This is an optimization exercise on Yosys and OpenROAD, whose aim is small area and a short achievable clock period, not a production implementation. Only the layout flow was run in this run; the RTL was not checked for function there. No activity file was given, so power comes from the tool's default toggle rates.

==> design/flow/flow/run.sh <==
#!/bin/bash
# Layout flow: the standard ORFS flow (standard.sh, unchanged synthesis),
# with smaller port buffers and a clock tree built from clkbuf_8 without
# dummy loads. Each tool's output goes to a log file in this folder.
set -euo pipefail
export BUFFER_PORTS_ARGS="-buffer_cell sky130_fd_sc_hd__buf_1"
export CTS_ARGS="-sink_clustering_enable -repair_clock_nets -buf_list sky130_fd_sc_hd__clkbuf_8 -dont_use_dummy_load"
bash standard.sh finish > flow_make.log 2>&1
==> design/flow/standard.sh <==
#!/bin/bash
# synth_recipe.tcl (not shown) runs the flow's synth.tcl, then flattens the netlist and writes it again
# the make line also repeats each setting of config.mk as NAME=value (left out here)
make -C /OpenROAD-flow-scripts/flow DESIGN_CONFIG=/design/flow/config.mk WORK_HOME=/design/flow/orfs CLKGATE_MAP_FILE= SYNTH_SCRIPT=/design/flow/synth_recipe.tcl "${@:-finish}"
==> design/flow/config.mk <==
export PLATFORM = sky130hd
export DESIGN_NAME = array_multiplier
export DESIGN_NICKNAME = array_multiplier
export VERILOG_FILES = /design/flow/design.v
export SDC_FILE = /design/flow/constraint.sdc
export NUM_CORES = 4
export LEC_CHECK = 0
export CAP_MARGIN = 20
export CORE_MARGIN = 2
export CORE_UTILIZATION = 40
export SETUP_SLACK_MARGIN = 2.95
export SLEW_MARGIN = 20
export SYNTH_HIERARCHICAL = 1
==> design/flow/constraint.sdc <==
create_clock -name core_clock -period 6.0 [get_ports {clk}]
set_input_delay 1.2000 -clock core_clock [delete_from_list [all_inputs] [get_ports {clk}]]
set_output_delay 1.2000 -clock core_clock [all_outputs]
set_load 0.01 [all_outputs]
==> design/flow/design.v <==
`default_nettype none
package mult_sizes_pkg;
	localparam int OPERAND_WIDTH = 16;
	localparam int PRODUCT_WIDTH = 2 * OPERAND_WIDTH;
	localparam int ROW_COUNT = OPERAND_WIDTH - 1;
	typedef logic [OPERAND_WIDTH-1:0] operand_t;
	typedef logic [PRODUCT_WIDTH-1:0] product_t;
endpackage
`default_nettype wire
`default_nettype none
package adder_cell_pkg;
	function automatic logic [1:0] half_add(
		input logic a,
		input logic b
	);
		logic s;
		logic c;
		s = a ^ b;
		c = a & b;
		half_add = {c, s};
	endfunction
	function automatic logic [1:0] full_add(
		input logic a,
		input logic b,
		input logic cin
	);
		logic s;
		logic c;
		s = a ^ b ^ cin;
		c = (a & b) | (cin & (a ^ b));  
		full_add = {c, s};
	endfunction
endpackage
`default_nettype wire
`default_nettype none
module array_multiplier (
	input  logic                     clk,
	input  logic                     reset,
	input  logic                     in_valid,
	input  mult_sizes_pkg::operand_t x,
	input  mult_sizes_pkg::operand_t y,
	output logic                     product_valid,
	output mult_sizes_pkg::product_t product
);
	logic r866;
	logic r867;
	logic r868;
	logic r869;
	logic r870;
	logic r871;
	logic r872;
	logic r873;
	logic r874;
	logic r875;
	logic r876;
	logic r877;
	logic r878;
	logic r879;
	logic r880;
	logic r881;
	logic r882;
	logic r883;
	logic r884;
	logic r885;
	logic r886;
	logic r887;
	logic r888;
	logic r889;
	logic r890;
	logic r891;
	logic r892;
	logic r893;
	logic r894;
	logic r895;
	logic r896;
	logic r897;
	logic r898;
	logic r899;
	logic r900;
	logic r901;
	logic r902;
	logic r903;
	logic r904;
	logic r905;
	logic r906;
	logic r907;
	logic r908;
	logic r909;
	logic r910;
	logic r911;
	logic r912;
	logic r913;
	logic r914;
	logic r915;
	logic r916;
	logic r917;
	logic r918;
	logic r919;
	logic r920;
	logic r921;
	logic r922;
	logic r923;
	logic r924;
	logic r925;
	logic r926;
	logic r927;
	logic r928;
	logic r929;
	logic r930;
	logic r931;
	logic r932;
	logic r933;
	logic r934;
	logic r935;
	logic r936;
	logic r937;
	logic r938;
	logic r939;
	logic r940;
	logic r941;
	logic r942;
	logic r943;
	logic r944;
	logic r945;
	logic r946;
	logic r947;
	logic r948;
	logic r949;
	logic r950;
	logic r951;
	logic r952;
	logic r953;
	logic r954;
	logic r955;
	logic r956;
	logic r957;
	logic r958;
	logic r959;
	logic r960;
	logic r961;
	logic r962;
	logic r963;
	logic r964;
	logic r965;
	logic r966;
	logic r967;
	logic r968;
	logic r969;
	logic r970;
	logic r971;
	logic r972;
	logic r973;
	logic r974;
	logic r975;
	logic r976;
	logic r977;
	logic r978;
	logic r979;
	logic r980;
	logic r981;
	logic r982;
	logic r984;
	logic r986;
	logic r988;
	logic r990;
	wire pp1 = ~(x[0] & y[0]);
	wire pp2 = ~(x[1] & y[0]);
	wire pp3 = ~(x[2] & y[0]);
	wire pp4 = ~(x[3] & y[0]);
	wire pp5 = ~(x[4] & y[0]);
	wire pp6 = ~(x[5] & y[0]);
	wire pp7 = ~(x[6] & y[0]);
	wire pp8 = ~(x[7] & y[0]);
	wire pp9 = ~(x[8] & y[0]);
	wire pp10 = ~(x[9] & y[0]);
	wire pp11 = ~(x[10] & y[0]);
	wire pp12 = ~(x[11] & y[0]);
	wire pp13 = ~(x[12] & y[0]);
	wire pp14 = ~(x[13] & y[0]);
	wire pp15 = ~(x[14] & y[0]);
	wire pp16 = ~(x[15] & y[0]);
	wire pp17 = ~(x[0] & y[1]);
	wire pp18 = ~(x[1] & y[1]);
	wire pp19 = ~(x[2] & y[1]);
	wire pp20 = ~(x[3] & y[1]);
	wire pp21 = ~(x[4] & y[1]);
	wire pp22 = ~(x[5] & y[1]);
	wire pp23 = ~(x[6] & y[1]);
	wire pp24 = ~(x[7] & y[1]);
	wire pp25 = ~(x[8] & y[1]);
	wire pp26 = ~(x[9] & y[1]);
	wire pp27 = ~(x[10] & y[1]);
	wire pp28 = ~(x[11] & y[1]);
	wire pp29 = ~(x[12] & y[1]);
	wire pp30 = ~(x[13] & y[1]);
	wire pp31 = ~(x[14] & y[1]);
	wire pp32 = ~(x[15] & y[1]);
	wire pp33 = ~(x[0] & y[2]);
	wire pp34 = ~(x[1] & y[2]);
	wire pp35 = ~(x[2] & y[2]);
	wire pp36 = ~(x[3] & y[2]);
	wire pp37 = ~(x[4] & y[2]);
	wire pp38 = ~(x[5] & y[2]);
	wire pp39 = ~(x[6] & y[2]);
	wire pp40 = ~(x[7] & y[2]);
	wire pp41 = ~(x[8] & y[2]);
	wire pp42 = ~(x[9] & y[2]);
	wire pp43 = ~(x[10] & y[2]);
	wire pp44 = ~(x[11] & y[2]);
	wire pp45 = ~(x[12] & y[2]);
	wire pp46 = ~(x[13] & y[2]);
	wire pp47 = ~(x[14] & y[2]);
	wire pp48 = ~(x[15] & y[2]);
	wire pp49 = ~(x[0] & y[3]);
	wire pp50 = ~(x[1] & y[3]);
	wire pp51 = ~(x[2] & y[3]);
	wire pp52 = ~(x[3] & y[3]);
	wire pp53 = ~(x[4] & y[3]);
	wire pp54 = ~(x[5] & y[3]);
	wire pp55 = ~(x[6] & y[3]);
	wire pp56 = ~(x[7] & y[3]);
	wire pp57 = ~(x[8] & y[3]);
	wire pp58 = ~(x[9] & y[3]);
	wire pp59 = ~(x[10] & y[3]);
	wire pp60 = ~(x[11] & y[3]);
	wire pp61 = ~(x[12] & y[3]);
	wire pp62 = ~(x[13] & y[3]);
	wire pp63 = ~(x[14] & y[3]);
	wire pp64 = ~(x[15] & y[3]);
	wire pp65 = ~(x[0] & y[4]);
	wire pp66 = ~(x[1] & y[4]);
	wire pp67 = ~(x[2] & y[4]);
	wire pp68 = ~(x[3] & y[4]);
	wire pp69 = ~(x[4] & y[4]);
	wire pp70 = ~(x[5] & y[4]);
	wire pp71 = ~(x[6] & y[4]);
	wire pp72 = ~(x[7] & y[4]);
	wire pp73 = ~(x[8] & y[4]);
	wire pp74 = ~(x[9] & y[4]);
	wire pp75 = ~(x[10] & y[4]);
	wire pp76 = ~(x[11] & y[4]);
	wire pp77 = ~(x[12] & y[4]);
	wire pp78 = ~(x[13] & y[4]);
	wire pp79 = ~(x[14] & y[4]);
	wire pp80 = ~(x[15] & y[4]);
	wire pp81 = ~(x[0] & y[5]);
	wire pp82 = ~(x[1] & y[5]);
	wire pp83 = ~(x[2] & y[5]);
	wire pp84 = ~(x[3] & y[5]);
	wire pp85 = ~(x[4] & y[5]);
	wire pp86 = ~(x[5] & y[5]);
	wire pp87 = ~(x[6] & y[5]);
	wire pp88 = ~(x[7] & y[5]);
	wire pp89 = ~(x[8] & y[5]);
	wire pp90 = ~(x[9] & y[5]);
	wire pp91 = ~(x[10] & y[5]);
	wire pp92 = ~(x[11] & y[5]);
	wire pp93 = ~(x[12] & y[5]);
	wire pp94 = ~(x[13] & y[5]);
	wire pp95 = ~(x[14] & y[5]);
	wire pp96 = ~(x[15] & y[5]);
	wire pp97 = ~(x[0] & y[6]);
	wire pp98 = ~(x[1] & y[6]);
	wire pp99 = ~(x[2] & y[6]);
	wire pp100 = ~(x[3] & y[6]);
	wire pp101 = ~(x[4] & y[6]);
	wire pp102 = ~(x[5] & y[6]);
	wire pp103 = ~(x[6] & y[6]);
	wire pp104 = ~(x[7] & y[6]);
	wire pp105 = ~(x[8] & y[6]);
	wire pp106 = ~(x[9] & y[6]);
	wire pp107 = ~(x[10] & y[6]);
	wire pp108 = ~(x[11] & y[6]);
	wire pp109 = ~(x[12] & y[6]);
	wire pp110 = ~(x[13] & y[6]);
	wire pp111 = ~(x[14] & y[6]);
	wire pp112 = ~(x[15] & y[6]);
	wire pp113 = ~(x[0] & y[7]);
	wire pp114 = ~(x[1] & y[7]);
	wire pp115 = ~(x[2] & y[7]);
	wire pp116 = ~(x[3] & y[7]);
	wire pp117 = ~(x[4] & y[7]);
	wire pp118 = ~(x[5] & y[7]);
	wire pp119 = ~(x[6] & y[7]);
	wire pp120 = ~(x[7] & y[7]);
	wire pp121 = ~(x[8] & y[7]);
	wire pp122 = ~(x[9] & y[7]);
	wire pp123 = ~(x[10] & y[7]);
	wire pp124 = ~(x[11] & y[7]);
	wire pp125 = ~(x[12] & y[7]);
	wire pp126 = ~(x[13] & y[7]);
	wire pp127 = ~(x[14] & y[7]);
	wire pp128 = ~(x[15] & y[7]);
	wire pp129 = ~(x[0] & y[8]);
	wire pp130 = ~(x[1] & y[8]);
	wire pp131 = ~(x[2] & y[8]);
	wire pp132 = ~(x[3] & y[8]);
	wire pp133 = ~(x[4] & y[8]);
	wire pp134 = ~(x[5] & y[8]);
	wire pp135 = ~(x[6] & y[8]);
	wire pp136 = ~(x[7] & y[8]);
	wire pp137 = ~(x[8] & y[8]);
	wire pp138 = ~(x[9] & y[8]);
	wire pp139 = ~(x[10] & y[8]);
	wire pp140 = ~(x[11] & y[8]);
	wire pp141 = ~(x[12] & y[8]);
	wire pp142 = ~(x[13] & y[8]);
	wire pp143 = ~(x[14] & y[8]);
	wire pp144 = ~(x[15] & y[8]);
	wire pp145 = ~(x[0] & y[9]);
	wire pp146 = ~(x[1] & y[9]);
	wire pp147 = ~(x[2] & y[9]);
	wire pp148 = ~(x[3] & y[9]);
	wire pp149 = ~(x[4] & y[9]);
	wire pp150 = ~(x[5] & y[9]);
	wire pp151 = ~(x[6] & y[9]);
	wire pp152 = ~(x[7] & y[9]);
	wire pp153 = ~(x[8] & y[9]);
	wire pp154 = ~(x[9] & y[9]);
	wire pp155 = ~(x[10] & y[9]);
	wire pp156 = ~(x[11] & y[9]);
	wire pp157 = ~(x[12] & y[9]);
	wire pp158 = ~(x[13] & y[9]);
	wire pp159 = ~(x[14] & y[9]);
	wire pp160 = ~(x[15] & y[9]);
	wire pp161 = ~(x[0] & y[10]);
	wire pp162 = ~(x[1] & y[10]);
	wire pp163 = ~(x[2] & y[10]);
	wire pp164 = ~(x[3] & y[10]);
	wire pp165 = ~(x[4] & y[10]);
	wire pp166 = ~(x[5] & y[10]);
	wire pp167 = ~(x[6] & y[10]);
	wire pp168 = ~(x[7] & y[10]);
	wire pp169 = ~(x[8] & y[10]);
	wire pp170 = ~(x[9] & y[10]);
	wire pp171 = ~(x[10] & y[10]);
	wire pp172 = ~(x[11] & y[10]);
	wire pp173 = ~(x[12] & y[10]);
	wire pp174 = ~(x[13] & y[10]);
	wire pp175 = ~(x[14] & y[10]);
	wire pp176 = ~(x[15] & y[10]);
	wire pp177 = ~(x[0] & y[11]);
	wire pp178 = ~(x[1] & y[11]);
	wire pp179 = ~(x[2] & y[11]);
	wire pp180 = ~(x[3] & y[11]);
	wire pp181 = ~(x[4] & y[11]);
	wire pp182 = ~(x[5] & y[11]);
	wire pp183 = ~(x[6] & y[11]);
	wire pp184 = ~(x[7] & y[11]);
	wire pp185 = ~(x[8] & y[11]);
	wire pp186 = ~(x[9] & y[11]);
	wire pp187 = ~(x[10] & y[11]);
	wire pp188 = ~(x[11] & y[11]);
	wire pp189 = ~(x[12] & y[11]);
	wire pp190 = ~(x[13] & y[11]);
	wire pp191 = ~(x[14] & y[11]);
	wire pp192 = ~(x[15] & y[11]);
	wire pp193 = ~(x[0] & y[12]);
	wire pp194 = ~(x[1] & y[12]);
	wire pp195 = ~(x[2] & y[12]);
	wire pp196 = ~(x[3] & y[12]);
	wire pp197 = ~(x[4] & y[12]);
	wire pp198 = ~(x[5] & y[12]);
	wire pp199 = ~(x[6] & y[12]);
	wire pp200 = ~(x[7] & y[12]);
	wire pp201 = ~(x[8] & y[12]);
	wire pp202 = ~(x[9] & y[12]);
	wire pp203 = ~(x[10] & y[12]);
	wire pp204 = ~(x[11] & y[12]);
	wire pp205 = ~(x[12] & y[12]);
	wire pp206 = ~(x[13] & y[12]);
	wire pp207 = ~(x[14] & y[12]);
	wire pp208 = ~(x[15] & y[12]);
	wire pp209 = ~(x[0] & y[13]);
	wire pp210 = ~(x[1] & y[13]);
	wire pp211 = ~(x[2] & y[13]);
	wire pp212 = ~(x[3] & y[13]);
	wire pp213 = ~(x[4] & y[13]);
	wire pp214 = ~(x[5] & y[13]);
	wire pp215 = ~(x[6] & y[13]);
	wire pp216 = ~(x[7] & y[13]);
	wire pp217 = ~(x[8] & y[13]);
	wire pp218 = ~(x[9] & y[13]);
	wire pp219 = ~(x[10] & y[13]);
	wire pp220 = ~(x[11] & y[13]);
	wire pp221 = ~(x[12] & y[13]);
	wire pp222 = ~(x[13] & y[13]);
	wire pp223 = ~(x[14] & y[13]);
	wire pp224 = ~(x[15] & y[13]);
	wire pp225 = ~(x[0] & y[14]);
	wire pp226 = ~(x[1] & y[14]);
	wire pp227 = ~(x[2] & y[14]);
	wire pp228 = ~(x[3] & y[14]);
	wire pp229 = ~(x[4] & y[14]);
	wire pp230 = ~(x[5] & y[14]);
	wire pp231 = ~(x[6] & y[14]);
	wire pp232 = ~(x[7] & y[14]);
	wire pp233 = ~(x[8] & y[14]);
	wire pp234 = ~(x[9] & y[14]);
	wire pp235 = ~(x[10] & y[14]);
	wire pp236 = ~(x[11] & y[14]);
	wire pp237 = ~(x[12] & y[14]);
	wire pp238 = ~(x[13] & y[14]);
	wire pp239 = ~(x[14] & y[14]);
	wire pp240 = ~(x[15] & y[14]);
	wire pp241 = ~(x[0] & y[15]);
	wire pp242 = ~(x[1] & y[15]);
	wire pp243 = ~(x[2] & y[15]);
	wire pp244 = ~(x[3] & y[15]);
	wire pp245 = ~(x[4] & y[15]);
	wire pp246 = ~(x[5] & y[15]);
	wire pp247 = ~(x[6] & y[15]);
	wire pp248 = ~(x[7] & y[15]);
	wire pp249 = ~(x[8] & y[15]);
	wire pp250 = ~(x[9] & y[15]);
	wire pp251 = ~(x[10] & y[15]);
	wire pp252 = ~(x[11] & y[15]);
	wire pp253 = ~(x[12] & y[15]);
	wire pp254 = ~(x[13] & y[15]);
	wire pp255 = ~(x[14] & y[15]);
	wire pp256 = ~(x[15] & y[15]);
	wire s257, c258;
	mult_xnor u_s257 (.a(pp3), .b(pp18), .y(s257));
	mult_or u_c258 (.a(pp3), .b(pp18), .y(c258));
	wire s259, c260;
	mult_fa u_s259 (.a(pp4), .b(pp19), .c(pp34), .s(s259), .co(c260));
	wire s261, c262;
	mult_xnor u_s261 (.a(pp49), .b(c258), .y(s261));
	mult_or u_c262 (.a(pp49), .b(c258), .y(c262));
	wire s263, c264;
	mult_fa u_s263 (.a(pp5), .b(pp20), .c(pp35), .s(s263), .co(c264));
	wire s265, c266;
	mult_fa u_s265 (.a(pp50), .b(pp65), .c(c260), .s(s265), .co(c266));
	wire s267, c268;
	mult_xnor u_s267 (.a(c262), .b(s263), .y(s267));
	mult_or u_c268 (.a(c262), .b(s263), .y(c268));
	wire s269, c270;
	mult_fa u_s269 (.a(pp6), .b(pp21), .c(pp36), .s(s269), .co(c270));
	wire s271, c272;
	mult_fa u_s271 (.a(pp51), .b(pp66), .c(pp81), .s(s271), .co(c272));
	wire s273, c274;
	mult_fa u_s273 (.a(c264), .b(s269), .c(s271), .s(s273), .co(c274));
	wire s275, c276;
	mult_xnor u_s275 (.a(c268), .b(c266), .y(s275));
	mult_or u_c276 (.a(c268), .b(c266), .y(c276));
	wire s277, c278;
	mult_fa u_s277 (.a(pp7), .b(pp22), .c(pp37), .s(s277), .co(c278));
	wire s279, c280;
	mult_fa u_s279 (.a(pp52), .b(pp67), .c(pp82), .s(s279), .co(c280));
	wire s281, c282;
	mult_fa u_s281 (.a(pp97), .b(c270), .c(c272), .s(s281), .co(c282));
	wire s283, c284;
	mult_fa u_s283 (.a(s277), .b(s279), .c(c274), .s(s283), .co(c284));
	wire s285, c286;
	mult_xnor u_s285 (.a(s281), .b(c276), .y(s285));
	mult_or u_c286 (.a(s281), .b(c276), .y(c286));
	wire s287, c288;
	mult_fa u_s287 (.a(pp8), .b(pp23), .c(pp38), .s(s287), .co(c288));
	wire s289, c290;
	mult_fa u_s289 (.a(pp53), .b(pp68), .c(pp83), .s(s289), .co(c290));
	wire s291, c292;
	mult_fa u_s291 (.a(pp98), .b(pp113), .c(c278), .s(s291), .co(c292));
	wire s293, c294;
	mult_fa u_s293 (.a(c280), .b(s287), .c(s289), .s(s293), .co(c294));
	wire s295, c296;
	mult_fa u_s295 (.a(c282), .b(s291), .c(s293), .s(s295), .co(c296));
	wire s297, c298;
	mult_xnor u_s297 (.a(c286), .b(c284), .y(s297));
	mult_or u_c298 (.a(c286), .b(c284), .y(c298));
	wire s299, c300;
	mult_fa u_s299 (.a(pp9), .b(pp24), .c(pp39), .s(s299), .co(c300));
	wire s301, c302;
	mult_fa u_s301 (.a(pp54), .b(pp69), .c(pp84), .s(s301), .co(c302));
	wire s303, c304;
	mult_fa u_s303 (.a(pp99), .b(pp114), .c(pp129), .s(s303), .co(c304));
	wire s305, c306;
	mult_fa u_s305 (.a(c288), .b(c290), .c(s299), .s(s305), .co(c306));
	wire s307, c308;
	mult_fa u_s307 (.a(s301), .b(s303), .c(c292), .s(s307), .co(c308));
	wire s309, c310;
	mult_fa u_s309 (.a(c294), .b(s305), .c(s307), .s(s309), .co(c310));
	wire s311, c312;
	mult_xnor u_s311 (.a(c296), .b(c298), .y(s311));
	mult_or u_c312 (.a(c296), .b(c298), .y(c312));
	wire s313, c314;
	mult_fa u_s313 (.a(pp10), .b(pp25), .c(pp40), .s(s313), .co(c314));
	wire s315, c316;
	mult_fa u_s315 (.a(pp55), .b(pp70), .c(pp85), .s(s315), .co(c316));
	wire s317, c318;
	mult_fa u_s317 (.a(pp100), .b(pp115), .c(pp130), .s(s317), .co(c318));
	wire s319, c320;
	mult_fa u_s319 (.a(pp145), .b(c300), .c(c302), .s(s319), .co(c320));
	wire s321, c322;
	mult_fa u_s321 (.a(c304), .b(s313), .c(s315), .s(s321), .co(c322));
	wire s323, c324;
	mult_fa u_s323 (.a(s317), .b(c306), .c(s319), .s(s323), .co(c324));
	wire s325, c326;
	mult_fa u_s325 (.a(r866), .b(r867), .c(r868), .s(s325), .co(c326));
	wire s327, c328;
	mult_xnor u_s327 (.a(r869), .b(r870), .y(s327));
	mult_or u_c328 (.a(r869), .b(r870), .y(c328));
	wire s329, c330;
	mult_fa u_s329 (.a(pp11), .b(pp26), .c(pp41), .s(s329), .co(c330));
	wire s331, c332;
	mult_fa u_s331 (.a(pp56), .b(pp71), .c(pp86), .s(s331), .co(c332));
	wire s333, c334;
	mult_fa u_s333 (.a(pp101), .b(pp116), .c(pp131), .s(s333), .co(c334));
	wire s335, c336;
	mult_fa u_s335 (.a(pp146), .b(pp161), .c(c314), .s(s335), .co(c336));
	wire s337, c338;
	mult_fa u_s337 (.a(c316), .b(c318), .c(s329), .s(s337), .co(c338));
	wire s339, c340;
	mult_fa u_s339 (.a(s331), .b(s333), .c(c320), .s(s339), .co(c340));
	wire s341, c342;
	mult_fa u_s341 (.a(s335), .b(c322), .c(s337), .s(s341), .co(c342));
	wire s343, c344;
	mult_fa u_s343 (.a(r871), .b(r872), .c(r873), .s(s343), .co(c344));
	wire s345, c346;
	mult_xnor u_s345 (.a(c326), .b(s343), .y(s345));
	mult_or u_c346 (.a(c326), .b(s343), .y(c346));
	wire s347, c348;
	mult_fa u_s347 (.a(pp12), .b(pp27), .c(pp42), .s(s347), .co(c348));
	wire s349, c350;
	mult_fa u_s349 (.a(pp57), .b(pp72), .c(pp87), .s(s349), .co(c350));
	wire s351, c352;
	mult_fa u_s351 (.a(pp102), .b(pp117), .c(pp132), .s(s351), .co(c352));
	wire s353, c354;
	mult_fa u_s353 (.a(pp147), .b(pp162), .c(pp177), .s(s353), .co(c354));
	wire s355, c356;
	mult_fa u_s355 (.a(c330), .b(c332), .c(c334), .s(s355), .co(c356));
	wire s357, c358;
	mult_fa u_s357 (.a(s347), .b(s349), .c(s351), .s(s357), .co(c358));
	wire s359, c360;
	mult_fa u_s359 (.a(s353), .b(c336), .c(c338), .s(s359), .co(c360));
	wire s361, c362;
	mult_fa u_s361 (.a(s355), .b(s357), .c(c340), .s(s361), .co(c362));
	wire s363, c364;
	mult_fa u_s363 (.a(r874), .b(r875), .c(r876), .s(s363), .co(c364));
	wire s365, c366;
	mult_xnor u_s365 (.a(c344), .b(s363), .y(s365));
	mult_or u_c366 (.a(c344), .b(s363), .y(c366));
	wire s367, c368;
	mult_fa u_s367 (.a(pp13), .b(pp28), .c(pp43), .s(s367), .co(c368));
	wire s369, c370;
	mult_fa u_s369 (.a(pp58), .b(pp73), .c(pp88), .s(s369), .co(c370));
	wire s371, c372;
	mult_fa u_s371 (.a(pp103), .b(pp118), .c(pp133), .s(s371), .co(c372));
	wire s373, c374;
	mult_fa u_s373 (.a(pp148), .b(pp163), .c(pp178), .s(s373), .co(c374));
	wire s375, c376;
	mult_fa u_s375 (.a(pp193), .b(c348), .c(c350), .s(s375), .co(c376));
	wire s377, c378;
	mult_fa u_s377 (.a(c352), .b(c354), .c(s367), .s(s377), .co(c378));
	wire s379, c380;
	mult_fa u_s379 (.a(s369), .b(s371), .c(s373), .s(s379), .co(c380));
	wire s381, c382;
	mult_fa u_s381 (.a(c356), .b(s375), .c(c358), .s(s381), .co(c382));
	wire s383, c384;
	mult_fa u_s383 (.a(s377), .b(s379), .c(c360), .s(s383), .co(c384));
	wire s385, c386;
	mult_fa u_s385 (.a(r877), .b(r878), .c(r879), .s(s385), .co(c386));
	wire s387, c388;
	mult_xnor u_s387 (.a(c364), .b(s385), .y(s387));
	mult_or u_c388 (.a(c364), .b(s385), .y(c388));
	wire s389, c390;
	mult_fa u_s389 (.a(pp14), .b(pp29), .c(pp44), .s(s389), .co(c390));
	wire s391, c392;
	mult_fa u_s391 (.a(pp59), .b(pp74), .c(pp89), .s(s391), .co(c392));
	wire s393, c394;
	mult_fa u_s393 (.a(pp104), .b(pp119), .c(pp134), .s(s393), .co(c394));
	wire s395, c396;
	mult_fa u_s395 (.a(pp149), .b(pp164), .c(pp179), .s(s395), .co(c396));
	wire s397, c398;
	mult_fa u_s397 (.a(pp194), .b(pp209), .c(c368), .s(s397), .co(c398));
	wire s399, c400;
	mult_fa u_s399 (.a(c370), .b(c372), .c(c374), .s(s399), .co(c400));
	wire s401, c402;
	mult_fa u_s401 (.a(s389), .b(s391), .c(s393), .s(s401), .co(c402));
	wire s403, c404;
	mult_fa u_s403 (.a(s395), .b(c376), .c(s397), .s(s403), .co(c404));
	wire s405, c406;
	mult_fa u_s405 (.a(c378), .b(c380), .c(s399), .s(s405), .co(c406));
	wire s407, c408;
	mult_fa u_s407 (.a(r880), .b(r881), .c(r882), .s(s407), .co(c408));
	wire s409, c410;
	mult_fa u_s409 (.a(r883), .b(r884), .c(s407), .s(s409), .co(c410));
	wire s411, c412;
	mult_xnor u_s411 (.a(c386), .b(s409), .y(s411));
	mult_or u_c412 (.a(c386), .b(s409), .y(c412));
	wire s413, c414;
	mult_fa u_s413 (.a(pp15), .b(pp30), .c(pp45), .s(s413), .co(c414));
	wire s415, c416;
	mult_fa u_s415 (.a(pp60), .b(pp75), .c(pp90), .s(s415), .co(c416));
	wire s417, c418;
	mult_fa u_s417 (.a(pp105), .b(pp120), .c(pp135), .s(s417), .co(c418));
	wire s419, c420;
	mult_fa u_s419 (.a(pp150), .b(pp165), .c(pp180), .s(s419), .co(c420));
	wire s421, c422;
	mult_fa u_s421 (.a(pp195), .b(pp210), .c(pp225), .s(s421), .co(c422));
	wire s423, c424;
	mult_fa u_s423 (.a(c390), .b(c392), .c(c394), .s(s423), .co(c424));
	wire s425, c426;
	mult_fa u_s425 (.a(c396), .b(s413), .c(s415), .s(s425), .co(c426));
	wire s427, c428;
	mult_fa u_s427 (.a(s417), .b(s419), .c(s421), .s(s427), .co(c428));
	wire s429, c430;
	mult_fa u_s429 (.a(c398), .b(c400), .c(c402), .s(s429), .co(c430));
	wire s431, c432;
	mult_fa u_s431 (.a(s423), .b(s425), .c(s427), .s(s431), .co(c432));
	wire s433, c434;
	mult_fa u_s433 (.a(r885), .b(r886), .c(r887), .s(s433), .co(c434));
	wire s435, c436;
	mult_fa u_s435 (.a(r888), .b(c408), .c(s433), .s(s435), .co(c436));
	wire s437, c438;
	mult_xnor u_s437 (.a(c410), .b(s435), .y(s437));
	mult_or u_c438 (.a(c410), .b(s435), .y(c438));
	wire s439, c440;
	mult_fa u_s439 (.a(pp16), .b(pp31), .c(pp46), .s(s439), .co(c440));
	wire s441, c442;
	mult_fa u_s441 (.a(pp61), .b(pp76), .c(pp91), .s(s441), .co(c442));
	wire s443, c444;
	mult_fa u_s443 (.a(pp106), .b(pp121), .c(pp136), .s(s443), .co(c444));
	wire s445, c446;
	mult_fa u_s445 (.a(pp151), .b(pp166), .c(pp181), .s(s445), .co(c446));
	wire s447, c448;
	mult_fa u_s447 (.a(pp196), .b(pp211), .c(pp226), .s(s447), .co(c448));
	wire s449, c450;
	mult_fa u_s449 (.a(pp241), .b(c414), .c(c416), .s(s449), .co(c450));
	wire s451, c452;
	mult_fa u_s451 (.a(c418), .b(c420), .c(c422), .s(s451), .co(c452));
	wire s453, c454;
	mult_fa u_s453 (.a(s439), .b(s441), .c(s443), .s(s453), .co(c454));
	wire s455, c456;
	mult_fa u_s455 (.a(s445), .b(s447), .c(c424), .s(s455), .co(c456));
	wire s457, c458;
	mult_fa u_s457 (.a(c426), .b(s449), .c(c428), .s(s457), .co(c458));
	wire s459, c460;
	mult_fa u_s459 (.a(s451), .b(s453), .c(s455), .s(s459), .co(c460));
	wire s461, c462;
	mult_fa u_s461 (.a(r889), .b(r890), .c(r891), .s(s461), .co(c462));
	wire s463, c464;
	mult_fa u_s463 (.a(r892), .b(c434), .c(s461), .s(s463), .co(c464));
	wire s465, c466;
	mult_xnor u_s465 (.a(c436), .b(s463), .y(s465));
	mult_or u_c466 (.a(c436), .b(s463), .y(c466));
	wire s467, c468;
	mult_fa u_s467 (.a(pp32), .b(pp47), .c(pp62), .s(s467), .co(c468));
	wire s469, c470;
	mult_fa u_s469 (.a(pp77), .b(pp92), .c(pp107), .s(s469), .co(c470));
	wire s471, c472;
	mult_fa u_s471 (.a(pp122), .b(pp137), .c(pp152), .s(s471), .co(c472));
	wire s473, c474;
	mult_fa u_s473 (.a(pp167), .b(pp182), .c(pp197), .s(s473), .co(c474));
	wire s475, c476;
	mult_fa u_s475 (.a(pp212), .b(pp227), .c(pp242), .s(s475), .co(c476));
	wire s477, c478;
	mult_fa u_s477 (.a(c440), .b(c442), .c(c444), .s(s477), .co(c478));
	wire s479, c480;
	mult_fa u_s479 (.a(c446), .b(c448), .c(s467), .s(s479), .co(c480));
	wire s481, c482;
	mult_fa u_s481 (.a(s469), .b(s471), .c(s473), .s(s481), .co(c482));
	wire s483, c484;
	mult_fa u_s483 (.a(s475), .b(c450), .c(c452), .s(s483), .co(c484));
	wire s485, c486;
	mult_fa u_s485 (.a(c454), .b(s477), .c(s479), .s(s485), .co(c486));
	wire s487, c488;
	mult_fa u_s487 (.a(s481), .b(c456), .c(s483), .s(s487), .co(c488));
	wire s489, c490;
	mult_fa u_s489 (.a(r893), .b(r894), .c(r895), .s(s489), .co(c490));
	wire s491, c492;
	mult_fa u_s491 (.a(r896), .b(c462), .c(s489), .s(s491), .co(c492));
	wire s493, c494;
	mult_xnor u_s493 (.a(c464), .b(s491), .y(s493));
	mult_or u_c494 (.a(c464), .b(s491), .y(c494));
	wire s495, c496;
	mult_fa u_s495 (.a(pp48), .b(pp63), .c(pp78), .s(s495), .co(c496));
	wire s497, c498;
	mult_fa u_s497 (.a(pp93), .b(pp108), .c(pp123), .s(s497), .co(c498));
	wire s499, c500;
	mult_fa u_s499 (.a(pp138), .b(pp153), .c(pp168), .s(s499), .co(c500));
	wire s501, c502;
	mult_fa u_s501 (.a(pp183), .b(pp198), .c(pp213), .s(s501), .co(c502));
	wire s503, c504;
	mult_fa u_s503 (.a(pp228), .b(pp243), .c(c468), .s(s503), .co(c504));
	wire s505, c506;
	mult_fa u_s505 (.a(c470), .b(c472), .c(c474), .s(s505), .co(c506));
	wire s507, c508;
	mult_fa u_s507 (.a(c476), .b(s495), .c(s497), .s(s507), .co(c508));
	wire s509, c510;
	mult_fa u_s509 (.a(s499), .b(s501), .c(c478), .s(s509), .co(c510));
	wire s511, c512;
	mult_fa u_s511 (.a(s503), .b(c480), .c(c482), .s(s511), .co(c512));
	wire s513, c514;
	mult_fa u_s513 (.a(s505), .b(s507), .c(c484), .s(s513), .co(c514));
	wire s515, c516;
	mult_fa u_s515 (.a(r897), .b(r898), .c(r899), .s(s515), .co(c516));
	wire s517, c518;
	mult_fa u_s517 (.a(r900), .b(r901), .c(s515), .s(s517), .co(c518));
	wire s519, c520;
	mult_fa u_s519 (.a(c490), .b(s517), .c(c492), .s(s519), .co(c520));
	wire s521, c522;
	mult_fa u_s521 (.a(pp64), .b(pp79), .c(pp94), .s(s521), .co(c522));
	wire s523, c524;
	mult_fa u_s523 (.a(pp109), .b(pp124), .c(pp139), .s(s523), .co(c524));
	wire s525, c526;
	mult_fa u_s525 (.a(pp154), .b(pp169), .c(pp184), .s(s525), .co(c526));
	wire s527, c528;
	mult_fa u_s527 (.a(pp199), .b(pp214), .c(pp229), .s(s527), .co(c528));
	wire s529, c530;
	mult_fa u_s529 (.a(pp244), .b(c496), .c(c498), .s(s529), .co(c530));
	wire s531, c532;
	mult_fa u_s531 (.a(c500), .b(c502), .c(s521), .s(s531), .co(c532));
	wire s533, c534;
	mult_fa u_s533 (.a(s523), .b(s525), .c(s527), .s(s533), .co(c534));
	wire s535, c536;
	mult_fa u_s535 (.a(c504), .b(c506), .c(c508), .s(s535), .co(c536));
	wire s537, c538;
	mult_fa u_s537 (.a(s529), .b(s531), .c(s533), .s(s537), .co(c538));
	wire s539, c540;
	mult_fa u_s539 (.a(c510), .b(c512), .c(s535), .s(s539), .co(c540));
	wire s541, c542;
	mult_fa u_s541 (.a(r902), .b(r903), .c(c516), .s(s541), .co(c542));
	wire s543, c544;
	mult_fa u_s543 (.a(r904), .b(s541), .c(c518), .s(s543), .co(c544));
	wire s545, c546;
	mult_fa u_s545 (.a(pp80), .b(pp95), .c(pp110), .s(s545), .co(c546));
	wire s547, c548;
	mult_fa u_s547 (.a(pp125), .b(pp140), .c(pp155), .s(s547), .co(c548));
	wire s549, c550;
	mult_fa u_s549 (.a(pp170), .b(pp185), .c(pp200), .s(s549), .co(c550));
	wire s551, c552;
	mult_fa u_s551 (.a(pp215), .b(pp230), .c(pp245), .s(s551), .co(c552));
	wire s553, c554;
	mult_fa u_s553 (.a(c522), .b(c524), .c(c526), .s(s553), .co(c554));
	wire s555, c556;
	mult_fa u_s555 (.a(c528), .b(s545), .c(s547), .s(s555), .co(c556));
	wire s557, c558;
	mult_fa u_s557 (.a(s549), .b(s551), .c(c530), .s(s557), .co(c558));
	wire s559, c560;
	mult_fa u_s559 (.a(c532), .b(c534), .c(s553), .s(s559), .co(c560));
	wire s561, c562;
	mult_fa u_s561 (.a(s555), .b(s557), .c(c536), .s(s561), .co(c562));
	wire s563, c564;
	mult_fa u_s563 (.a(r905), .b(r906), .c(r907), .s(s563), .co(c564));
	wire s565, c566;
	mult_fa u_s565 (.a(r908), .b(c542), .c(s563), .s(s565), .co(c566));
	wire s567, c568;
	mult_fa u_s567 (.a(pp96), .b(pp111), .c(pp126), .s(s567), .co(c568));
	wire s569, c570;
	mult_fa u_s569 (.a(pp141), .b(pp156), .c(pp171), .s(s569), .co(c570));
	wire s571, c572;
	mult_fa u_s571 (.a(pp186), .b(pp201), .c(pp216), .s(s571), .co(c572));
	wire s573, c574;
	mult_fa u_s573 (.a(pp231), .b(pp246), .c(c546), .s(s573), .co(c574));
	wire s575, c576;
	mult_fa u_s575 (.a(c548), .b(c550), .c(c552), .s(s575), .co(c576));
	wire s577, c578;
	mult_fa u_s577 (.a(s567), .b(s569), .c(s571), .s(s577), .co(c578));
	wire s579, c580;
	mult_fa u_s579 (.a(c554), .b(s573), .c(c556), .s(s579), .co(c580));
	wire s581, c582;
	mult_fa u_s581 (.a(s575), .b(s577), .c(c558), .s(s581), .co(c582));
	wire s583, c584;
	mult_fa u_s583 (.a(r909), .b(r910), .c(r911), .s(s583), .co(c584));
	wire s585, c586;
	mult_fa u_s585 (.a(r912), .b(s583), .c(c564), .s(s585), .co(c586));
	wire s587, c588;
	mult_fa u_s587 (.a(pp112), .b(pp127), .c(pp142), .s(s587), .co(c588));
	wire s589, c590;
	mult_fa u_s589 (.a(pp157), .b(pp172), .c(pp187), .s(s589), .co(c590));
	wire s591, c592;
	mult_fa u_s591 (.a(pp202), .b(pp217), .c(pp232), .s(s591), .co(c592));
	wire s593, c594;
	mult_fa u_s593 (.a(pp247), .b(c568), .c(c570), .s(s593), .co(c594));
	wire s595, c596;
	mult_fa u_s595 (.a(c572), .b(s587), .c(s589), .s(s595), .co(c596));
	wire s597, c598;
	mult_fa u_s597 (.a(s591), .b(c574), .c(c576), .s(s597), .co(c598));
	wire s599, c600;
	mult_fa u_s599 (.a(s593), .b(c578), .c(s595), .s(s599), .co(c600));
	wire s601, c602;
	mult_fa u_s601 (.a(r913), .b(r914), .c(r915), .s(s601), .co(c602));
	wire s603, c604;
	mult_fa u_s603 (.a(r916), .b(s601), .c(c584), .s(s603), .co(c604));
	wire s605, c606;
	mult_fa u_s605 (.a(pp128), .b(pp143), .c(pp158), .s(s605), .co(c606));
	wire s607, c608;
	mult_fa u_s607 (.a(pp173), .b(pp188), .c(pp203), .s(s607), .co(c608));
	wire s609, c610;
	mult_fa u_s609 (.a(pp218), .b(pp233), .c(pp248), .s(s609), .co(c610));
	wire s611, c612;
	mult_fa u_s611 (.a(c588), .b(c590), .c(c592), .s(s611), .co(c612));
	wire s613, c614;
	mult_fa u_s613 (.a(s605), .b(s607), .c(s609), .s(s613), .co(c614));
	wire s615, c616;
	mult_fa u_s615 (.a(c594), .b(c596), .c(s611), .s(s615), .co(c616));
	wire s617, c618;
	mult_fa u_s617 (.a(r917), .b(r918), .c(r919), .s(s617), .co(c618));
	wire s619, c620;
	mult_fa u_s619 (.a(r920), .b(c602), .c(s617), .s(s619), .co(c620));
	wire s621, c622;
	mult_fa u_s621 (.a(pp144), .b(pp159), .c(pp174), .s(s621), .co(c622));
	wire s623, c624;
	mult_fa u_s623 (.a(pp189), .b(pp204), .c(pp219), .s(s623), .co(c624));
	wire s625, c626;
	mult_fa u_s625 (.a(pp234), .b(pp249), .c(c606), .s(s625), .co(c626));
	wire s627, c628;
	mult_fa u_s627 (.a(c608), .b(c610), .c(s621), .s(s627), .co(c628));
	wire s629, c630;
	mult_fa u_s629 (.a(s623), .b(c612), .c(s625), .s(s629), .co(c630));
	wire s631, c632;
	mult_fa u_s631 (.a(c614), .b(s627), .c(c616), .s(s631), .co(c632));
	wire s633, c634;
	mult_fa u_s633 (.a(r921), .b(c618), .c(r922), .s(s633), .co(c634));
	wire s635, c636;
	mult_fa u_s635 (.a(pp160), .b(pp175), .c(pp190), .s(s635), .co(c636));
	wire s637, c638;
	mult_fa u_s637 (.a(pp205), .b(pp220), .c(pp235), .s(s637), .co(c638));
	wire s639, c640;
	mult_fa u_s639 (.a(pp250), .b(c622), .c(c624), .s(s639), .co(c640));
	wire s641, c642;
	mult_fa u_s641 (.a(s635), .b(s637), .c(c626), .s(s641), .co(c642));
	wire s643, c644;
	mult_fa u_s643 (.a(c628), .b(s639), .c(s641), .s(s643), .co(c644));
	wire s645, c646;
	mult_fa u_s645 (.a(r923), .b(r924), .c(r925), .s(s645), .co(c646));
	wire s647, c648;
	mult_fa u_s647 (.a(pp176), .b(pp191), .c(pp206), .s(s647), .co(c648));
	wire s649, c650;
	mult_fa u_s649 (.a(pp221), .b(pp236), .c(pp251), .s(s649), .co(c650));
	wire s651, c652;
	mult_fa u_s651 (.a(c636), .b(c638), .c(s647), .s(s651), .co(c652));
	wire s653, c654;
	mult_fa u_s653 (.a(s649), .b(c640), .c(s651), .s(s653), .co(c654));
	wire s655, c656;
	mult_fa u_s655 (.a(r926), .b(r927), .c(r928), .s(s655), .co(c656));
	wire s657, c658;
	mult_fa u_s657 (.a(pp192), .b(pp207), .c(pp222), .s(s657), .co(c658));
	wire s659, c660;
	mult_fa u_s659 (.a(pp237), .b(pp252), .c(c648), .s(s659), .co(c660));
	wire s661, c662;
	mult_fa u_s661 (.a(c650), .b(s657), .c(s659), .s(s661), .co(c662));
	wire s663, c664;
	mult_fa u_s663 (.a(c652), .b(s661), .c(c654), .s(s663), .co(c664));
	wire s665, c666;
	mult_fa u_s665 (.a(pp208), .b(pp223), .c(pp238), .s(s665), .co(c666));
	wire s667, c668;
	mult_fa u_s667 (.a(pp253), .b(c658), .c(s665), .s(s667), .co(c668));
	wire s669, c670;
	mult_fa u_s669 (.a(c660), .b(s667), .c(c662), .s(s669), .co(c670));
	wire s671, c672;
	mult_fa u_s671 (.a(pp224), .b(pp239), .c(pp254), .s(s671), .co(c672));
	wire s673, c674;
	mult_fa u_s673 (.a(c666), .b(s671), .c(c668), .s(s673), .co(c674));
	wire s675, c676;
	mult_fa u_s675 (.a(pp240), .b(pp255), .c(c672), .s(s675), .co(c676));
	wire t677 = ~pp1;
	wire g678 = pp2 & pp17;
	wire p679 = pp2 ^ pp17;
	wire g680 = pp33 & s257;
	wire p681 = pp33 ^ s257;
	wire g682 = s261 & s259;
	wire p683 = s261 ^ s259;
	wire g684 = s267 & s265;
	wire p685 = s267 ^ s265;
	wire g686 = s275 & s273;
	wire p687 = s275 ^ s273;
	wire g688 = s285 & s283;
	wire p689 = s285 ^ s283;
	wire g690 = s295 & s297;
	wire p691 = s295 ^ s297;
	wire g692 = r929 & r930;
	wire p693 = r929 ^ r930;
	wire g694 = s325 & s327;
	wire p695 = s325 ^ s327;
	wire g696 = c328 & s345;
	wire p697 = c328 ^ s345;
	wire g698 = c346 & s365;
	wire p699 = c346 ^ s365;
	wire g700 = c366 & s387;
	wire p701 = c366 ^ s387;
	wire g702 = c388 & s411;
	wire p703 = c388 ^ s411;
	wire g704 = c412 & s437;
	wire p705 = c412 ^ s437;
	wire g706 = c438 & s465;
	wire p707 = c438 ^ s465;
	wire g708 = c466 & s493;
	wire p709 = c466 ^ s493;
	wire g710 = c494 & s519;
	wire p711 = c494 ^ s519;
	wire g712 = s543 & c520;
	wire p713 = s543 ^ c520;
	wire g714 = c544 & s565;
	wire p715 = c544 ^ s565;
	wire g716 = c566 & s585;
	wire p717 = c566 ^ s585;
	wire g718 = s603 & c586;
	wire p719 = s603 ^ c586;
	wire g720 = s619 & c604;
	wire p721 = s619 ^ c604;
	wire g722 = c620 & s633;
	wire p723 = c620 ^ s633;
	wire g724 = c634 & s645;
	wire p725 = c634 ^ s645;
	wire g726 = s655 & c646;
	wire p727 = s655 ^ c646;
	wire g728 = r931 & c656;
	wire p729 = r931 ^ c656;
	wire g730 = r932 & r933;
	wire p731 = r932 ^ r933;
	wire g732 = s673 & c670;
	wire p733 = s673 ^ c670;
	wire g734 = s675 & c674;
	wire p735 = s675 ^ c674;
	wire g736 = pp256 & c676;
	wire p737 = pp256 ^ c676;
	wire q738 = pp1 | t677;
	wire q739 = g678 | (p679 & q738);
	wire q740 = g680 | (p681 & q739);
	wire q741 = g682 | (p683 & q740);
	wire q742 = g684 | (p685 & q741);
	wire q743 = g686 | (p687 & q742);
	wire q744 = r934 | (r935 & r936);
	wire q745 = r937 | (r938 & q744);
	wire q746 = g692 | (p693 & q745);
	wire q747 = g694 | (p695 & q746);
	wire q748 = g696 | (p697 & q747);
	wire q749 = g698 | (p699 & q748);
	wire a750 = p699 & p697;
	wire q751 = g702 | (p703 & g700);
	wire a752 = p703 & p701;
	wire q753 = g706 | (p707 & g704);
	wire a754 = p707 & p705;
	wire q755 = g710 | (p711 & g708);
	wire a756 = p711 & p709;
	wire q757 = g714 | (p715 & g712);
	wire a758 = p715 & p713;
	wire q759 = g718 | (p719 & g716);
	wire a760 = p719 & p717;
	wire q761 = g722 | (p723 & g720);
	wire a762 = p723 & p721;
	wire q763 = g726 | (p727 & g724);
	wire a764 = p727 & p725;
	wire q765 = g730 | (p731 & g728);
	wire a766 = p731 & p729;
	wire q767 = r939 | (r940 & r941);
	wire a768 = r940 & r942;
	wire q769 = g700 | (p701 & q749);
	wire a770 = p701 & a750;
	wire q771 = q751 | (a752 & q749);
	wire a772 = a752 & a750;
	wire q773 = g708 | (p709 & q753);
	wire a774 = p709 & a754;
	wire q775 = q755 | (a756 & q753);
	wire a776 = a756 & a754;
	wire q777 = r943 | (r944 & r945);
	wire a778 = r944 & r946;
	wire q779 = q759 | (a760 & q757);
	wire a780 = a760 & a758;
	wire q781 = g724 | (p725 & q761);
	wire a782 = p725 & a762;
	wire q783 = q763 | (a764 & q761);
	wire a784 = a764 & a762;
	wire q785 = r947 | (r948 & r949);
	wire a786 = r948 & r950;
	wire q787 = q767 | (a768 & q765);
	wire a788 = r951 & r950;
	wire q789 = g704 | (p705 & q771);
	wire a790 = p705 & a772;
	wire q791 = q753 | (a754 & q771);
	wire a792 = a754 & a772;
	wire q793 = q773 | (a774 & q771);
	wire a794 = a774 & a772;
	wire q795 = q775 | (a776 & q771);
	wire a796 = a776 & a772;
	wire q797 = r952 | (r953 & r954);
	wire a798 = r953 & r955;
	wire q799 = q761 | (a762 & q779);
	wire a800 = r956 & r955;
	wire q801 = q781 | (a782 & q779);
	wire a802 = r957 & r955;
	wire q803 = q783 | (a784 & q779);
	wire a804 = a784 & a780;
	wire q805 = r959 | (r961 & r962);
	wire a806 = r961 & a788;
	wire q807 = r963 | (r964 & r965);
	wire a808 = r964 & r966;
	wire q809 = r945 | (r946 & r965);
	wire a810 = a758 & a796;
	wire q811 = q777 | (a778 & r965);
	wire a812 = a778 & r966;
	wire q813 = r954 | (r955 & r965);
	wire a814 = a780 & a796;
	wire q815 = q797 | (a798 & r965);
	wire a816 = a798 & r966;
	wire q817 = r967 | (a800 & r965);
	wire a818 = a800 & r966;
	wire q819 = r968 | (a802 & r965);
	wire a820 = a802 & r966;
	wire q821 = r969 | (r970 & r965);
	wire a822 = r970 & r966;
	wire q823 = r971 | (r972 & q821);
	wire a824 = r972 & a822;
	wire q825 = r949 | (r950 & q821);
	wire a826 = r950 & a822;
	wire q827 = q785 | (a786 & q821);
	wire a828 = a786 & a822;
	wire q829 = r962 | (a788 & q821);
	wire a830 = a788 & a822;
	wire q831 = q805 | (a806 & q821);
	wire a832 = a806 & a822;
	wire t833 = ~r974;
	assign product[0] = ~t833;
	wire x835;
	mult_xnor u_x835 (.a(p679), .b(q738), .y(x835));
	wire x836;
	mult_xnor u_x836 (.a(p681), .b(q739), .y(x836));
	wire x837;
	mult_xnor u_x837 (.a(p683), .b(q740), .y(x837));
	wire x838;
	mult_xnor u_x838 (.a(p685), .b(q741), .y(x838));
	wire x839;
	mult_xnor u_x839 (.a(p687), .b(q742), .y(x839));
	wire x840;
	mult_xnor u_x840 (.a(r935), .b(r936), .y(x840));
	wire x841;
	mult_xnor u_x841 (.a(r938), .b(q744), .y(x841));
	wire x842;
	mult_xnor u_x842 (.a(p693), .b(q745), .y(x842));
	wire x843;
	mult_xnor u_x843 (.a(p695), .b(q746), .y(x843));
	wire x844;
	mult_xnor u_x844 (.a(p697), .b(q747), .y(x844));
	wire x845;
	mult_xnor u_x845 (.a(p699), .b(q748), .y(x845));
	wire x846;
	mult_xnor u_x846 (.a(p701), .b(q749), .y(x846));
	wire x847;
	mult_xnor u_x847 (.a(p703), .b(q769), .y(x847));
	wire x848;
	mult_xnor u_x848 (.a(p705), .b(q771), .y(x848));
	wire x849;
	mult_xnor u_x849 (.a(p707), .b(q789), .y(x849));
	wire x850;
	mult_xnor u_x850 (.a(p709), .b(q791), .y(x850));
	wire x851;
	mult_xnor u_x851 (.a(p711), .b(q793), .y(x851));
	mult_xnor u_x852 (.a(r964), .b(r965), .y(product[18]));
	mult_xnor u_x853 (.a(r975), .b(q807), .y(product[19]));
	mult_xnor u_x854 (.a(r944), .b(q809), .y(product[20]));
	mult_xnor u_x855 (.a(r976), .b(q811), .y(product[21]));
	mult_xnor u_x856 (.a(r953), .b(q813), .y(product[22]));
	mult_xnor u_x857 (.a(r977), .b(q815), .y(product[23]));
	mult_xnor u_x858 (.a(r978), .b(q817), .y(product[24]));
	mult_xnor u_x859 (.a(r979), .b(q819), .y(product[25]));
	mult_xnor u_x860 (.a(r972), .b(q821), .y(product[26]));
	mult_xnor u_x861 (.a(r980), .b(q823), .y(product[27]));
	mult_xnor u_x862 (.a(r948), .b(q825), .y(product[28]));
	mult_xnor u_x863 (.a(r981), .b(q827), .y(product[29]));
	mult_xnor u_x864 (.a(r961), .b(q829), .y(product[30]));
	assign product[31] = ~q831;
	always_ff @(posedge clk) begin
		r866 <= s321;
		r867 <= c308;
		r868 <= s323;
		r869 <= c310;
		r870 <= c312;
		r871 <= s339;
		r872 <= c324;
		r873 <= s341;
		r874 <= s359;
		r875 <= c342;
		r876 <= s361;
		r877 <= s381;
		r878 <= c362;
		r879 <= s383;
		r880 <= s401;
		r881 <= c382;
		r882 <= s403;
		r883 <= s405;
		r884 <= c384;
		r885 <= c404;
		r886 <= c406;
		r887 <= s429;
		r888 <= s431;
		r889 <= c430;
		r890 <= c432;
		r891 <= s457;
		r892 <= s459;
		r893 <= c458;
		r894 <= s485;
		r895 <= c460;
		r896 <= s487;
		r897 <= s509;
		r898 <= c486;
		r899 <= s511;
		r900 <= s513;
		r901 <= c488;
		r902 <= s537;
		r903 <= c514;
		r904 <= s539;
		r905 <= c538;
		r906 <= s559;
		r907 <= c540;
		r908 <= s561;
		r909 <= c560;
		r910 <= s579;
		r911 <= s581;
		r912 <= c562;
		r913 <= c580;
		r914 <= s597;
		r915 <= s599;
		r916 <= c582;
		r917 <= s613;
		r918 <= c598;
		r919 <= c600;
		r920 <= s615;
		r921 <= s629;
		r922 <= s631;
		r923 <= c630;
		r924 <= s643;
		r925 <= c632;
		r926 <= c642;
		r927 <= s653;
		r928 <= c644;
		r929 <= s309;
		r930 <= s311;
		r931 <= s663;
		r932 <= s669;
		r933 <= c664;
		r934 <= g688;
		r935 <= p689;
		r936 <= q743;
		r937 <= g690;
		r938 <= p691;
		r939 <= g734;
		r940 <= p735;
		r941 <= g732;
		r942 <= p733;
		r943 <= g716;
		r944 <= p717;
		r945 <= q757;
		r946 <= a758;
		r947 <= r941;
		r948 <= r942;
		r949 <= q765;
		r950 <= a766;
		r951 <= a768;
		r952 <= g720;
		r953 <= p721;
		r954 <= q779;
		r955 <= a780;
		r956 <= a762;
		r957 <= a782;
		r958 <= g736;
		r959 <= r958;
		r960 <= p737;
		r961 <= r960;
		r962 <= q787;
		r963 <= g712;
		r964 <= p713;
		r965 <= q795;
		r966 <= a796;
		r967 <= q799;
		r968 <= q801;
		r969 <= q803;
		r970 <= a804;
		r971 <= g728;
		r972 <= p729;
		r973 <= t677;
		r974 <= r973;
		r975 <= p715;
		r976 <= p719;
		r977 <= p723;
		r978 <= p725;
		r979 <= p727;
		r980 <= p731;
		r981 <= r940;
		r982 <= x835;
		product[1] <= r982;
		r984 <= x836;
		product[2] <= r984;
		r986 <= x837;
		product[3] <= r986;
		r988 <= x838;
		product[4] <= r988;
		r990 <= x839;
		product[5] <= r990;
		product[6] <= x840;
		product[7] <= x841;
		product[8] <= x842;
		product[9] <= x843;
		product[10] <= x844;
		product[11] <= x845;
		product[12] <= x846;
		product[13] <= x847;
		product[14] <= x848;
		product[15] <= x849;
		product[16] <= x850;
		product[17] <= x851;
	end
	logic v1;
	always_ff @(posedge clk) begin
		if (reset) begin
			v1 <= 1'b0;
			product_valid <= 1'b0;
		end else begin
			v1 <= in_valid;
			product_valid <= v1;
		end
	end
endmodule
module mult_fa (
	input  logic a,
	input  logic b,
	input  logic c,
	output logic s,
	output logic co
);
	assign s  = a ^ b ^ c;
	assign co = (a & b) | (c & (a ^ b));
endmodule
module mult_xor (
	input  logic a,
	input  logic b,
	output logic y
);
	assign y = a ^ b;
endmodule
module mult_xnor (
	input  logic a,
	input  logic b,
	output logic y
);
	assign y = ~(a ^ b);
endmodule
module mult_or (
	input  logic a,
	input  logic b,
	output logic y
);
	assign y = a | b;
endmodule
`default_nettype wire
==> reports/results.ini <==
[power_and_ir_drop]
static-leakage-power_nw = 3.83
netSwitchingFraction = 0.394
p_sw_w = 0.00221
p_clk_frac = 0.101
p_per_area_nw_per_um2 = 534
ir_drop_mv = 0.413
internal-power_w = 0.00339
comb_power_share = 0.620
pwr-share-seq = 0.279
power_w = 0.00560

[final_layout]
syn2layout_area_growth_pct = 14.0
regMostFlops = product
fin_util = 0.463
nets = 1100
multi_input_area_um2 = 6610
largest_register_ffs = 17
diodes = 0
drive_gt1_frac = 0.227
final_area_um2 = 10500
fill_cells = 2056
regArea_um2 = 2790

[floorplan]
dieWidth_um = 156
top_level_ports = 68
die_area_um2 = 24200
initial_utilization = 0.407
fp.dieH_um = 156
core_um2 = 22600
rows = 55

[worst_setup_path]
critPathCaptureType = register
crit_arrival_ns = 3.51
start_kind = register
path_cells = fa_2, fa_2, fa_1, ha_4, a21o_1, a22o_1, or4_4, a31o_1, a21o_1
crit_type = register to register
cp_max_fo = 2
slowest_delay_ns = 0.54
cp_slowest_cell = fa_2
required_ns = 6.35

[yosys]
netlist_area_um2 = 9210
synth_edf_count = 0
synth-seq-area-share = 0.302
async_flop_share = 0
avgSynthCellArea_um2 = 11.4
synth_fa_ha_area_frac = 0.465
synth_top_family_by_area = adder cells
yosysMostFrequentCell = nand2_1
synth_xor_area_frac = 0.0428
synth-simple-area-share = 0.126
netlist-cell-type-count = 30
yosysTopAreaCell = fa_1
ys_ff_latch = 139
synthTopCellsByArea = fa_1 42%, dfxtp_1 30%, nand2_1 10%, xnor2_1 4.3%, ha_1 4.1%
ys_warn_count = 7
syn-num-nets = 1068
synthMuxAreaShare = 0
synth_compound_area_frac = 0.0368
yosys-top-cells-count = 255 x nand2_1, 195 x fa_1, 139 x dfxtp_1, 52 x clkbuf_1, 45 x xnor2_1
synth_top_area_frac = 0.424
ys.flop_type = dfxtp_1
synthCells = 808

[routing]
wl_um = 20500
vias_per_cell = 5.03
dr.pass1.iters = 5
dr_total_vias = 5651
dr.first_iter.drc_count = 263
drc = 0
post_drt_wl_per_cell_um = 18.2
final_antenna_net_count = 0

[timing]
finalSetupTns_ns = 0
setup_viol = 0
fin_crit_ns = 3.16
fin_ws_ns = 2.84
final-max-slew-violation-count = 0
rsz0062_at_grt = true
fin_crit_sh = 0.526
hold_viol = 0
skew_ns = 0.0394
fmaxAchievable_ghz = 0.317

[clocking]
numCtsBuffers = 17
cts_tree = yes
htree_levels = 4
clk_pin_slew_worst_paths_ns = 0.09
cts-hold-fix-buffers = 0
clockBufferDepth = 2
cts.sinks = 139
insertion_delay_ns = 0.45
root_buffer = clkbuf_8

[global_routing]
antenna_found_initial = 0
grt_pass1_wl_um = 34300
track_usage = 0.186
overflow = 0
grt_max_degree = 17
grt_pass1_vias = 6515

[run]
cap_violations = 0

[place]
hpwl_um = 15100
gp_congestion = 0.812
dpl_cell_area_um2 = 10000
io_buffers = 67
preCtsSetupSlack_ns = 1.83

[worst_hold_path]
hp-class = register to register

[run_status]
status = no timing/DRC/antenna violations

[power groups by stage]
stage	Clock, W	Sequential (W)	Combinational, W
after CTS	0.000598	0.00157	0.00346
after floorplan	0	0.00157	0.00258
after global placement	0	0.00158	0.00333
after global routing	0.000634	0.00161	0.00399
after detailed placement	0	0.00158	0.00336
final	0.000564	0.00156	0.00347
[logic make-up (layout without fill, tap and decap cells)]
| family | count (synthesis) | after routing |
|---|---|---|
| and+or+nand+nor | 288 | 288 |
| adders and majority gates | 225 | 225 |
| DFF | 139 | 139 |
| buffers and inverters | 64 | 94 |
| AOI/OAI and AO/OA | 46 | 46 |
| xor gates and xnor gates | 45 | 45 |
| other | 1 | 1 |
[modules after synthesis, one instance, submodules excluded]
module / times used / flip-flops and latches / cells
array_multiplier: 1 / 139 / 553
mult_fa: 195 / 0 / 1
mult_or: 15 / 0 / 1
mult_xnor: 45 / 0 / 1
[stage by stage]
stage | hold slack, ns | cells
6_report | 0.308 | 1123
3_5_place_dp | 0.312 | 1105
4_1_cts | 0.311 | 1122
3_3_place_gp | 0.311 | 1105
2_1_floorplan | 0.310 | 808
5_1_grt | 0.309 | 1123
[path summary, 6_finish.rpt]
| kind | start | to | slack, ns | depth (start not counted) |
|---|---|---|---|---|
| worst max-delay path | r899$_DFF_P_ | r969$_DFF_P_ | 2.84 | 9 |
| worst min-delay path | r984$_DFF_P_ | product[2]$_DFF_P_ | 0.31 | 0 |
| worst min register to register | r984$_DFF_P_ | product[2]$_DFF_P_ | 0.31 | 0 |
| worst max register to register | r899$_DFF_P_ | r969$_DFF_P_ | 2.84 | 9 |
[worst max-delay path: cells and delay by family (launching register included)]
kind,cells,cell delay (ns)
adder cells (fa/ha/maj),4,1.56
flip-flops,1,0.33
AND/OR/NAND/NOR,1,0.43
AO/OA/AOI/OAI,4,0.75
[cell type report]
cell class,instances,area share
clock buffer,17,0.0223
inverter,3,0.00107
tap,285,0.0340
multi-input combinational,605,0.630
sequential,139,0.266
timing repair buffer,74,0.0470
[layer usage]
layer / global-route usage / vias to the layer above / wire length, µm
met2: 0.304 / 169 / 9890
met4: 0.0542 / 0 / 290
met1: 0.250 / 2938 / 8980
met5: 0 / - / 0
li1: - / 2524 / -
met3: 0.0431 / 20 / 1310
[what timing repair did]
| item | in CTS | in global routing |
|---|---|---|
| setup buffers | 0 | 1 |
| pin swaps | 7 | 8 |
| resized for setup | 144 | 25 |
| setup endpoints to repair | 81 | 13 |
[layout by cell type (no fill, tap or decap), types with 4 or more instances in the layout]
cell type / count
nand2_2: 18
a21o_1: 24
nand2_1: 223
or2_1: 15
buf_4: 21
clkbuf_8: 17
fa_1: 110
nand2_4: 14
o21ai_0: 4
ha_1: 25
buf_1: 36
xnor2_1: 45
and2_1: 10
fa_2: 85
a31o_2: 4
dfxtp_1: 135
buf_6: 12
buf_8: 4

[separate check: timing with driven ports]
The results above use ideal ports. As a check the final layout listed here was re-extracted and re-timed, cells and wires unchanged. Step 1 sets driving cells, clkbuf_16 on the clock port and buf_2 on the other inputs (assumed; they add their load-dependent delay and slew). Step 2 adds t to the input delays and takes it off the output delays; t is the mean of the earliest and latest rising clock arrival at the registers after step 1. Input paths then give back, and output paths get back, about the clock's delay inside the block. Three values: ideal, step 1, step 2; two values: the first two.
t (ns): 0.471
setup slack, ns: 2.844 / 2.844 / 2.478
hold slack, ns: 0.308 / 0.308 / 0.308
After both steps setup and hold are still met in this run. For this run, drivers alone change the setup slack by 0.000 ns; drivers and shift together by -0.366 ns.
